From an optimization exercise on the open Yosys and OpenROAD flow, aimed at small area and a short achievable clock period; shortcuts taken in it are not production practice.
Power and IR drop assume default switching activity.

// hamwt_locator
module hamwt_locator #(
  parameter int DATA_W    = 8,
  parameter int PKT_BEATS = 128,
  parameter int MAX_ONES  = 31,
  localparam int IDX_W    = $clog2(DATA_W * PKT_BEATS),
  localparam int WT_W     = $clog2(DATA_W * PKT_BEATS + 1)
) (
  input  logic                      clk,
  input  logic                      clear_n,
  input  logic                      pkt_starts,
  input  logic                      data_valid,
  input  logic [DATA_W-1:0]         bin_data,
  output logic [WT_W-1:0]           ham_wt,
  output logic [MAX_ONES*IDX_W-1:0] locn_ones,
  output logic                      loc_ovf,
  output logic                      done,
  output logic                      busy
);
For scale: roughly 650 flip-flops, roughly 340 I/O pins, ~25000 sq um of cells after synthesis.
==> flow/config.mk <==
export PLATFORM = sky130hd
export DESIGN_NAME = hamwt_locator
export DESIGN_NICKNAME = hamwt_locator
export VERILOG_FILES = /design/flow/design.v
export SDC_FILE = /design/flow/constraint.sdc
export NUM_CORES = 4
export LEC_CHECK = 0
export ABC_AREA = 1
export CAP_MARGIN = 20
export CORE_MARGIN = 2
export CORE_UTILIZATION = 40
export CTS_CLUSTER_DIAMETER = 80
export CTS_CLUSTER_SIZE = 30
export SLEW_MARGIN = 20
==> flow/constraint.sdc <==
create_clock -name core_clock -period 14.0 [get_ports {clk}]
set_input_delay 2.8000 -clock core_clock [delete_from_list [all_inputs] [get_ports {clk}]]
set_output_delay 2.8000 -clock core_clock [all_outputs]
set_load 0.01 [all_outputs]
standard.sh (not shown) runs the stock make flow with config.mk's settings and CLKGATE_MAP_FILE= SYNTH_SCRIPT=/design/flow/synth_recipe.tcl, a recipe that flattens the netlist after the stock synthesis.
==> flow/flow/run.sh <==
#!/bin/bash
# The standard ORFS layout (standard.sh) with two changes to how the layout
# is made; the clock, I/O constraints and every other setting are the standard flow's:
#  - the timing repair steps aim for the setup margin in flow/margin.txt, so they
#    also work on paths the 14 ns clock leaves slack on;
#  - the port buffers are the plain sky130 buffer named in flow/portbuf.txt.
set -euo pipefail
MARGIN=$(cat flow/margin.txt)
PORTBUF=$(cat flow/portbuf.txt)
bash standard.sh SETUP_SLACK_MARGIN=$MARGIN "BUFFER_PORTS_ARGS=-buffer_cell $PORTBUF" finish > orfs_make.log 2>&1
==> flow/flow/margin.txt <==
9
==> flow/flow/portbuf.txt <==
sky130_fd_sc_hd__buf_1
Then changed:
--- a/flow/design.v
+++ b/flow/design.v
@@ -24,64 +24,59 @@
   logic [BEAT_W-1:0] beat_q;
   logic [WT_W-1:0]   wt_q;
   logic [IDX_W-1:0]  locs_q [NSLOT];
   logic [WT_W-1:0]   ham_wt_q;
   logic [IDX_W-1:0]  locn_q [NSLOT];
   logic              ovf_q, done_q;
   logic              start, accept, last_beat, fin;
   logic [BEAT_W-1:0] base_beat, beat_inc;
   logic [WT_W-1:0]   wt_d;
   logic              ovf_d;
+  logic [OFF_W-1:0]  rot;
   logic [DATA_W-1:0] d;
   localparam int HALF = DATA_W / 2;
   logic [HALF:0]     hc [2];
   logic [OFF_W-2:0]  hp [2][HALF];
   logic [DATA_W:0]   cnt_oh;
   logic [DATA_W-1:0] has;
   logic [OFF_W-1:0]  pos [DATA_W];
   logic [DATA_W-1:0] hit;
   logic [OFF_W-1:0]  off [DATA_W];
   logic [NSLOT-1:0]  filled, win, we, ld;
   logic [IDX_W-1:0]  locs_d [NSLOT];
   logic [IDX_W-1:0]  nv [DATA_W];
   logic              hold;
-  function automatic integer rank_below(input integer m, input integer i);
-    integer b;
-    begin
-      rank_below = 0;
-      for (b = 0; b < 32; b = b + 1)
-        if (b < i && ((m >> b) & 1) == 1) rank_below = rank_below + 1;
-    end
-  endfunction
   assign start     = pkt_starts & data_valid;
   assign accept    = data_valid & (start | busy_q);
   assign base_beat = start ? '0 : beat_q;
+  assign rot       = start ? '0 : wt_q[OFF_W-1:0];
   assign last_beat = !start && (beat_q == BEAT_W'(PKT_BEATS - 1));
   assign fin       = accept & last_beat;
   always_comb begin
     for (int p = 0; p < DATA_W; p++) d[p] = bin_data[DATA_W - 1 - p];
     for (int h = 0; h < 2; h++) begin
       hc[h]  = '0;
       for (int j = 0; j < HALF; j++) hp[h][j] = '0;
       for (int m = 0; m < (1 << HALF); m++) begin
         logic t;
-        int   c;
         t = 1'b1;
-        c = 0;
-        for (int i = 0; i < HALF; i++) begin
-          t = t & (((m >> i) & 1) ? d[h*HALF+i] : !d[h*HALF+i]);
-          c = c + ((m >> i) & 1);
-        end
-        hc[h][c] = hc[h][c] | t;
-        for (int i = 0; i < HALF; i++)
-          hp[h][rank_below(m, i)] = hp[h][rank_below(m, i)]
-                             | ({(OFF_W-1){t & (((m >> i) & 1) == 1)}} & (OFF_W-1)'(i));
+        for (int i = 0; i < HALF; i++) t = t & (((m >> i) & 1) ? d[h*HALF+i] : !d[h*HALF+i]);
+        hc[h][$countones(m)] = hc[h][$countones(m)] | t;
+        begin
+          int n;
+          n = 0;
+          for (int i = 0; i < HALF; i++)
+            if ((m >> i) & 1) begin
+              hp[h][n] = hp[h][n] | ({(OFF_W-1){t}} & (OFF_W-1)'(i));
+              n = n + 1;
+            end
+        end
       end
     end
     cnt_oh = '0;
     for (int a = 0; a <= HALF; a++)
       for (int b = 0; b <= HALF; b++) cnt_oh[a+b] = cnt_oh[a+b] | (hc[0][a] & hc[1][b]);
     for (int j = 0; j < DATA_W; j++) begin
       has[j] = 1'b0;
       pos[j] = '0;
       for (int a = 0; a <= HALF; a++) begin
         if (j < a) begin
@@ -91,33 +86,28 @@
           logic more;
           more = 1'b0;
           for (int b = j - a + 1; b <= HALF; b++) more = more | hc[1][b];
           has[j] = has[j] | (hc[0][a] & more);
           pos[j] = pos[j] | ({OFF_W{hc[0][a]}} & {1'b1, hp[1][j-a]});
         end
       end
     end
   end
   always_comb begin
-    logic [DATA_W-1:0] rsel;
-    for (int m = 0; m < DATA_W; m++) rsel[m] = (wt_q[OFF_W-1:0] == OFF_W'(m));
     for (int r = 0; r < DATA_W; r++) begin
       hit[r] = 1'b0;
       off[r] = '0;
-      for (int m = 0; m < DATA_W; m++) begin
-        hit[r] = hit[r] | (rsel[m] & has[(r - m + DATA_W) % DATA_W]);
-        off[r] = off[r] | ({OFF_W{rsel[m]}} & pos[(r - m + DATA_W) % DATA_W]);
-      end
-      if (start) begin
-        hit[r] = has[r];
-        off[r] = pos[r];
-      end
+      for (int m = 0; m < DATA_W; m++)
+        if (rot == OFF_W'(m)) begin
+          hit[r] = has[(r - m + DATA_W) % DATA_W];
+          off[r] = pos[(r - m + DATA_W) % DATA_W];
+        end
     end
   end
   always_comb begin
     logic [OFF_W-1:0] lo_b, lo_n;
     logic [HI_W-1:0]  hi_q, hi_i;
     logic             cy;
     lo_b = start ? '0 : wt_q[OFF_W-1:0];
     hi_q = wt_q[WT_W-1:OFF_W];
     for (int i = 0; i < HI_W; i++) begin
       logic all_lo;
What happened:
- global-route usage increases by 1.2 points
- count of clock-buffer cells in the layout went up by 6
- register-to-register slack improves by 0.21 ns
- synthesized area decreases by 4.3%
- routed wire length rose by 2.1%
- die area fell by 4.3%
- combinational power climbs by 25%
- cell count goes down by 11%
- via count goes down by 3.5%
- total power increases by 11%
- critical path depth stays the same
- hold slack degrades by 0.0064 ns
- design area hardly moves
No run of this note included a check of the RTL's function; only the layout flow was run.

==> port drivers added, routing unchanged <==
The results above use ideal ports. As a check the final layouts listed here were re-extracted and re-timed, cells and wires unchanged.
Step 1 (the two cells are an assumption about what drives the block):
set clk [get_ports {clk}]
set_driving_cell -lib_cell sky130_fd_sc_hd__clkbuf_16 $clk
set_driving_cell -lib_cell sky130_fd_sc_hd__buf_2 [delete_from_list [all_inputs] $clk]
Step 2, shift: input delay + t, output delay - t, t = (earliest + latest rising clock arrival at the registers) / 2. This alone moves slack from input paths to output paths.
a / b / c = ideal / step 1 / step 2; a / b = the first two.
| run | t, ns | setup WS [ns] | worst hold slack (ns) |
|---|---|---|---|
| the first run | 0.658 | 8.861 / 8.846 / 8.188 | 0.458 / 0.458 / 0.458 |
| the second run | 0.654 | 8.900 / 8.904 / 8.250 | 0.452 / 0.452 / 0.452 |
After both steps every run listed still meets setup and hold. The setup slack of the first run, which loses most, moves by -0.015 ns with the drivers and by -0.673 ns with both steps.
